This is an optimization exercise on Yosys and OpenROAD, whose aim is small area, not a production implementation.
The RTL was checked by simulation tests, not by an equivalence proof against the original design.
The clock port is modelled as an ideal driver; clocking choices that lean on that would not hold on a real chip.

rev 12:
// ddr_traffic_driver
module ddr_traffic_driver #(
  parameter int MAX_ROW  = 3,
  parameter int MAX_COL  = 16,
  parameter int MAX_BANK = 3
) (
  input  logic                        clk,
  input  logic                        reset_n,
  input  logic                        local_ready,
  input  logic                        local_wdata_req,
  input  logic                        local_rdata_valid,
  input  ddr_traffic_pkg::data_word_t local_rdata,
  output ddr_traffic_pkg::mem_addr_t  local_addr,
  output logic                        local_write_req,
  output logic                        local_read_req,
  output ddr_traffic_pkg::data_word_t local_wdata,
  output ddr_traffic_pkg::byte_en_t   local_be,
  output ddr_traffic_pkg::byte_en_t   pnf_per_byte,
  output logic                        pnf_persist,
  output logic                        test_complete,
  output logic [7:0]                  test_status
);
For scale: roughly 1100 cells after synthesis, roughly 330 I/O pins.
clock: 5.0 ns
lec_check: 0
abc_area: 1
cap_margin: 20
core_margin: 2
core_utilization: 55
cts_buf_list: sky130_fd_sc_hd__clkbuf_8 sky130_fd_sc_hd__clkbuf_4
setup_slack_margin: 0.2
slew_margin: 20
standard.sh (not shown) runs the stock make flow with config.mk's settings and CLKGATE_MAP_FILE= SYNTH_SCRIPT=/design/flow/synth_recipe.tcl, a recipe that flattens the netlist after the stock synthesis.
==> flow/flow/run.sh <==
#!/bin/bash
# The standard layout with two changes: synthesis maps the logic with an area-oriented ABC
# script (flow/abc_map.script), and the port buffers use the smallest buffer.
set -euo pipefail
export MY_ABC_SCRIPT="$PWD/flow/abc_map.script"
export BUFFER_PORTS_ARGS="-buffer_cell sky130_fd_sc_hd__buf_1"
bash standard.sh "SYNTH_SCRIPT=$PWD/flow/synth.tcl" finish > standard.log 2>&1
==> flow/flow/abc_map.script <==
strash
dch -f
amap
topo
dnsize -c
==> flow/flow/synth.tcl <==
# The standard flow's synthesis script (synth_recipe.tcl), with an area-oriented ABC script for the
# technology mapping of the logic between the registers
proc synth {args} { yosys synth -nofsm -noshare {*}$args }
proc abc {args} {
  set i [lsearch -exact $args -script]
  if {$i >= 0} { set args [lreplace $args $i [expr {$i + 1}] -script $::env(MY_ABC_SCRIPT)] }
  yosys abc {*}$args
}
source $::env(SCRIPTS_DIR)/synth.tcl
# left out here: clear keep_hierarchy, flatten, clean up, hide names made inside functions, write 1_2_yosys.v
Rev 12 was carried through to the last stage, and its layout satisfied the timing, DRC and antenna checks.
--- input diff rev 12..rev 13 ---
==> flow/flow/run.sh <==
#!/bin/bash
# The standard layout with three changes: synthesis maps the logic with an area-oriented ABC
# script (flow/abc_map.script) and without Yosys's half/full adder extraction, and the port
# buffers use the smallest buffer.
set -euo pipefail
export MY_ABC_SCRIPT="$PWD/flow/abc_map.script"
export BUFFER_PORTS_ARGS="-buffer_cell sky130_fd_sc_hd__buf_1"
bash standard.sh "SYNTH_SCRIPT=$PWD/flow/synth.tcl" "ADDER_MAP_FILE=" finish > standard.log 2>&1
==> flow/flow/abc_map.script <==
strash
&get -n
&dch -f
&nf -R 1000
&put
topo
diff --git a/flow/config.mk b/flow/config.mk
--- a/flow/config.mk
+++ b/flow/config.mk
@@ -13 +12,0 @@
-export SETUP_SLACK_MARGIN = 0.2
## What came out
- Rev 13 ran to completion and came out clean on the timing, DRC and antenna checks.
- Rev 12 completed end to end with timing, DRC and antenna clean.
- Rev 13 ends up with a count of clock-buffer cells in the layout that is 1 lower than in rev 12.
- Summary of rev 13 over rev 12: total setup violations reported at the end of the flow did not really move, quantity of gates resized following cts lower, sequential share of layout area rose by 0.59 points, wire length of the first global-routing pass went down by 16%.
- [rev 13] starting utilization of the core area fell 0.23 points relative to rev 12
- The met3 layer wire length in the routed design in rev 13 is 0.61 times that in rev 12.
- Rev 13 — adder-cell area share of the yosys netlist 2.5 points lower, rev 12 as reference
- When the final numbers for rev 12 and rev 13 were put side by side, the signed area change from the synthesized netlist to the final layout turned out to be smaller in rev 13.
- Compared with rev 12, rev 13 instantiates a smaller number of standard cells.

========
ddr_traffic_driver, a different RTL version from the one above (not shown whole).
For scale: roughly 95 flip-flops, ~330 I/O pins, ~7800 um^2 of cells after synthesis.
==> flow/config.mk <==
export PLATFORM = sky130hd
export DESIGN_NAME = ddr_traffic_driver
export DESIGN_NICKNAME = ddr_traffic_driver
export VERILOG_FILES = /design/flow/design.v
export SDC_FILE = /design/flow/constraint.sdc
export NUM_CORES = 4
export LEC_CHECK = 0
export ABC_AREA = 1
export CAP_MARGIN = 20
export CORE_MARGIN = 2
export CORE_UTILIZATION = 55
export CTS_BUF_LIST = sky130_fd_sc_hd__clkbuf_8 sky130_fd_sc_hd__clkbuf_4
export SLEW_MARGIN = 20
==> flow/constraint.sdc <==
create_clock -name core_clock -period 5.0 [get_ports {clk}]
set_input_delay 1.0000 -clock core_clock [delete_from_list [all_inputs] [get_ports {clk}]]
set_output_delay 1.0000 -clock core_clock [all_outputs]
set_load 0.01 [all_outputs]
==> flow/flow/run.sh <==
#!/bin/bash
# The standard layout with two changes: synthesis maps the logic with an area-oriented ABC
# script (flow/abc_map.script), and the port buffers use the smallest buffer.
set -euo pipefail
export MY_ABC_SCRIPT="$PWD/flow/abc_map.script"
export BUFFER_PORTS_ARGS="-buffer_cell sky130_fd_sc_hd__buf_1"
bash standard.sh "SYNTH_SCRIPT=$PWD/flow/synth.tcl" finish > standard.log 2>&1
==> flow/flow/abc_map.script <==
strash
&get -n
&dch -f
&nf -R 1000
&put
topo
Scripts as last shown in full above: flow/flow/synth.tcl
The first run went through all stages and came out clean.
Next try:
Settings changed: CAP_MARGIN 20 to 0, CORE_UTILIZATION 55 to 70, SLEW_MARGIN 20 to 0.
After rerunning:
- The changed run finished with timing, DRC and antenna clean
- setup slack gets worse by 0.091 ns
- design area goes down by 0.68%
- hold slack gets better by 0.016 ns
Next try:
Settings changed: CORE_UTILIZATION 70 to 55, GPL_TIMING_DRIVEN from default to 0.
=> The changed run completed without violations. Count of clock-buffer cells in the layout shrinks by 1. Routed wire length goes down by 7.6%. Global-route usage fell by 13 points. Cell area climbs by about 1.3%. First-iteration DRC count fell by about 40%. Non-clock buffer count shrinks by 3. Setup slack is worse by 0.10 ns.
Next try:
==> flow/flow/run.sh (replaced) <==
#!/bin/bash
# The standard layout, with the smallest buffer for the port buffers.
set -euo pipefail
export BUFFER_PORTS_ARGS="-buffer_cell sky130_fd_sc_hd__buf_1"
bash standard.sh > standard.log 2>&1
Settings changed: CAP_MARGIN 0 to 20, GPL_TIMING_DRIVEN 0 to default, SLEW_MARGIN 0 to 20.
removed: flow/flow/abc_map.script
removed: flow/flow/synth.tcl
Synthesized area came out higher by 25%.
Die area rose by 24%.

========
Setup of build 53:
Another version of the RTL of ddr_traffic_driver (not shown whole).
For scale: roughly 1,000 cells after synthesis, roughly 330 I/O pins.
// ddr_traffic_driver
module ddr_traffic_driver #(
  parameter int MAX_ROW  = 3,
  parameter int MAX_COL  = 16,
  parameter int MAX_BANK = 3
) (
  input  logic                        clk,
  input  logic                        reset_n,
  input  logic                        local_ready,
  input  logic                        local_wdata_req,
  input  logic                        local_rdata_valid,
  input  ddr_traffic_pkg::data_word_t local_rdata,
  output ddr_traffic_pkg::mem_addr_t  local_addr,
  output logic                        local_write_req,
  output logic                        local_read_req,
  output ddr_traffic_pkg::data_word_t local_wdata,
  output ddr_traffic_pkg::byte_en_t   local_be,
  output ddr_traffic_pkg::byte_en_t   pnf_per_byte,
  output logic                        pnf_persist,
  output logic                        test_complete,
  output logic [7:0]                  test_status
);
Settings: LEC_CHECK=0, ABC_AREA=1, CAP_MARGIN=20, CORE_MARGIN=2, CORE_UTILIZATION=55, CTS_BUF_LIST=sky130_fd_sc_hd__clkbuf_8 sky130_fd_sc_hd__clkbuf_4, SLEW_MARGIN=20; clock period 5.0 ns.
==> flow/flow/run.sh <==
#!/bin/bash
# The standard layout with these changes: synthesis maps the logic with an area-oriented ABC
# script (flow/abc_map.script) and without Yosys's half/full adder extraction, the port
# buffers use the smallest buffer, and clock tree synthesis adds no dummy loads.
set -euo pipefail
export MY_ABC_SCRIPT="$PWD/flow/abc_map.script"
export BUFFER_PORTS_ARGS="-buffer_cell sky130_fd_sc_hd__buf_1"
export CTS_ARGS="-sink_clustering_enable -repair_clock_nets -buf_list {sky130_fd_sc_hd__clkbuf_8 sky130_fd_sc_hd__clkbuf_4} -dont_use_dummy_load"
export POST_CTS_TCL="$PWD/flow/post_cts.tcl"
bash standard.sh "SYNTH_SCRIPT=$PWD/flow/synth.tcl" "ADDER_MAP_FILE=" finish > standard.log 2>&1
==> flow/flow/abc_map.script <==
strash
&get -n
&dch -f
&nf -R 1000
&put
strash
dch -f
amap
==> flow/flow/post_cts.tcl <==
# After clock tree synthesis: downsize gates on paths that have slack to spare, then legalize.
estimate_parasitics -placement
repair_timing -recover_power 100 -verbose
detailed_placement
check_placement -verbose
estimate_parasitics -placement
report_worst_slack
==> flow/flow/synth.tcl <==
# The standard flow's synthesis script (synth_recipe.tcl), with an area-oriented ABC script for the
# technology mapping of the logic between the registers
proc synth {args} { yosys synth -nofsm -noshare {*}$args }
proc abc {args} {
  set i [lsearch -exact $args -script]
  if {$i >= 0} { set args [lreplace $args $i [expr {$i + 1}] -script $::env(MY_ABC_SCRIPT)] }
  yosys abc {*}$args
}
source $::env(SCRIPTS_DIR)/synth.tcl
# left out here: clear keep_hierarchy, flatten, clean up, hide names made inside functions, write 1_2_yosys.v
The flow did not stop early for build 53: all stages ran, and the layout cleared the timing, DRC and antenna checks.
The following lists how build 90 was set up differently from build 53:
-- flow/flow/run.sh --
<<< build 53, line 9
export POST_CTS_TCL="$PWD/flow/post_cts.tcl"
>>> build 90, line 9
removed: flow/flow/post_cts.tcl
### Flow results
Clock distribution area overhead in the final layout of build 90 is on par with build 53.
Build 90 vs build 53: worst-case setup margin in the final layout up
Looking at build 53 and build 90, the fraction of standard cell area in multi-input logic is a wash.
When build 90 is measured against build 53, its register-to-register setup slack turns out 0.29 ns higher.
### build 90 -> build 29
-- flow/flow/run.sh --
<<< build 90, line 4
# buffers use the smallest buffer, and clock tree synthesis adds no dummy loads.
>>> build 29, line 4
# buffers use the smallest buffer, clock tree synthesis adds no dummy loads, and after clock
# tree synthesis gates on paths with slack to spare are downsized (flow/post_cts.tcl).
<<< build 90, line 9
>>> build 29, line 10
export POST_CTS_TCL="$PWD/flow/post_cts.tcl"
==> flow/flow/post_cts.tcl (new file) <==
# After clock tree synthesis: downsize gates on paths that have slack to spare, then legalize.
estimate_parasitics -placement
repair_timing -recover_power 100 -verbose
detailed_placement
check_placement -verbose
estimate_parasitics -placement
report_worst_slack
--- outcome ---
Delta (build 29 minus build 90): utilization after layout lost 0.19 points; proportion of cell area occupied by registers essentially unchanged; number of non-clock buffers was more or less identical. On number of detailed-routing iterations run before antenna repair: build 29 sits below build 90. Between build 29 and build 90, the via count is lower for build 29. Re number of instances in the synthesized netlist: no difference whatsoever between build 29 and build 90. Total routed wire length on the met1 layer, build 29 vs build 90: down slightly. Build 29: done, clean on timing, DRC and antenna. Build 90 completed every stage of the flow, and the final layout passed the timing, DRC and antenna checks. Comparing build 29 and build 90, wire length is higher on build 90. The share of cell area taken by multi-input logic gates on build 29 is in line with that on build 90. Build 90 and build 29 ended up with roughly the same global-route usage. Compared build 90 against build 29; final area within noise.
Input-level comparison between build 25 and build 29:
- changing CORE_UTILIZATION from 55 to 62
-- flow/flow/run.sh --
<<< build 29, line 4
# buffers use the smallest buffer, clock tree synthesis adds no dummy loads, and after clock
# tree synthesis gates on paths with slack to spare are downsized (flow/post_cts.tcl).
>>> build 25, line 4
# buffers use the smallest buffer, and clock tree synthesis adds no dummy loads.
<<< build 29, line 10
export POST_CTS_TCL="$PWD/flow/post_cts.tcl"
>>> build 25, line 9
removed: flow/flow/post_cts.tcl
[summary]
- Build 25 closes out successfully: all stages finished, all timing, DRC and antenna checks passed.
- Between build 29 and build 25, the first-pass GRT wire length does not differ in any meaningful way.
- Delta (build 25 minus build 29): final setup slack of the worst path +0.10 ns, die area -11%, area taken by flip-flops and latches ~0 delta.
- Compared with build 29, build 25 ends up with a larger final cell area.
- Measured against each other, build 29 and build 25 differ in well tap count, the higher figure coming from build 29.

static timing again, ports no longer ideal:
The results above use ideal ports. As a check the final layouts listed here were re-extracted and re-timed, cells and wires unchanged.
Step 1 (the two cells are an assumption about what drives the block):
set clk [get_ports {clk}]
set_driving_cell -lib_cell sky130_fd_sc_hd__clkbuf_16 $clk
set_driving_cell -lib_cell sky130_fd_sc_hd__buf_2 [delete_from_list [all_inputs] $clk]
Step 2 also shifts input and output timing later by t, the mid clock arrival at the registers, as if the neighbouring blocks saw the same clock.
Slacks: ideal ports / drivers / drivers and shift; pairs: ideal ports / drivers.
run | t (ns) | slack for setup (ns) | worst setup path at the end | latest minus earliest clock arrival (ns) | worst register clock-pin slew, ns
rev 12 | 0.430 | 0.227 / 0.185 / 0.615 | register to output | 0.016 / 0.016 | 0.11 / 0.11
rev 13 | 0.399 | 0.646 / 0.608 / 1.007 | register to output | 0.012 / 0.011 | 0.10 / 0.10
the first run of note 2 | 0.421 | 0.455 / 0.416 / 0.837 | register to output | 0.012 / 0.012 | 0.10 / 0.10
the second run of note 2 | 0.413 | 0.364 / 0.324 / 0.737 | register to output | 0.018 / 0.019 | 0.10 / 0.10
the third run of note 2 | 0.396 | 0.263 / 0.224 / 0.620 | register to output | 0.016 / 0.016 | 0.11 / 0.11
the fourth run of note 2 | 0.425 | 0.487 / 0.443 / 0.869 | register to output | 0.016 / 0.015 | 0.12 / 0.12
build 53 | 0.402 | 0.149 / 0.106 / 0.509 | register to output | 0.033 / 0.033 | 0.11 / 0.11
build 90 | 0.395 | 0.299 / 0.260 / 0.655 | register to output | 0.034 / 0.034 | 0.11 / 0.11
build 29 | 0.402 | 0.149 / 0.106 / 0.509 | register to output | 0.033 / 0.033 | 0.11 / 0.11
build 25 | 0.389 | 0.254 / 0.219 / 0.608 | register to output | 0.032 / 0.032 | 0.10 / 0.10
After both steps setup and hold are still met in every run listed.
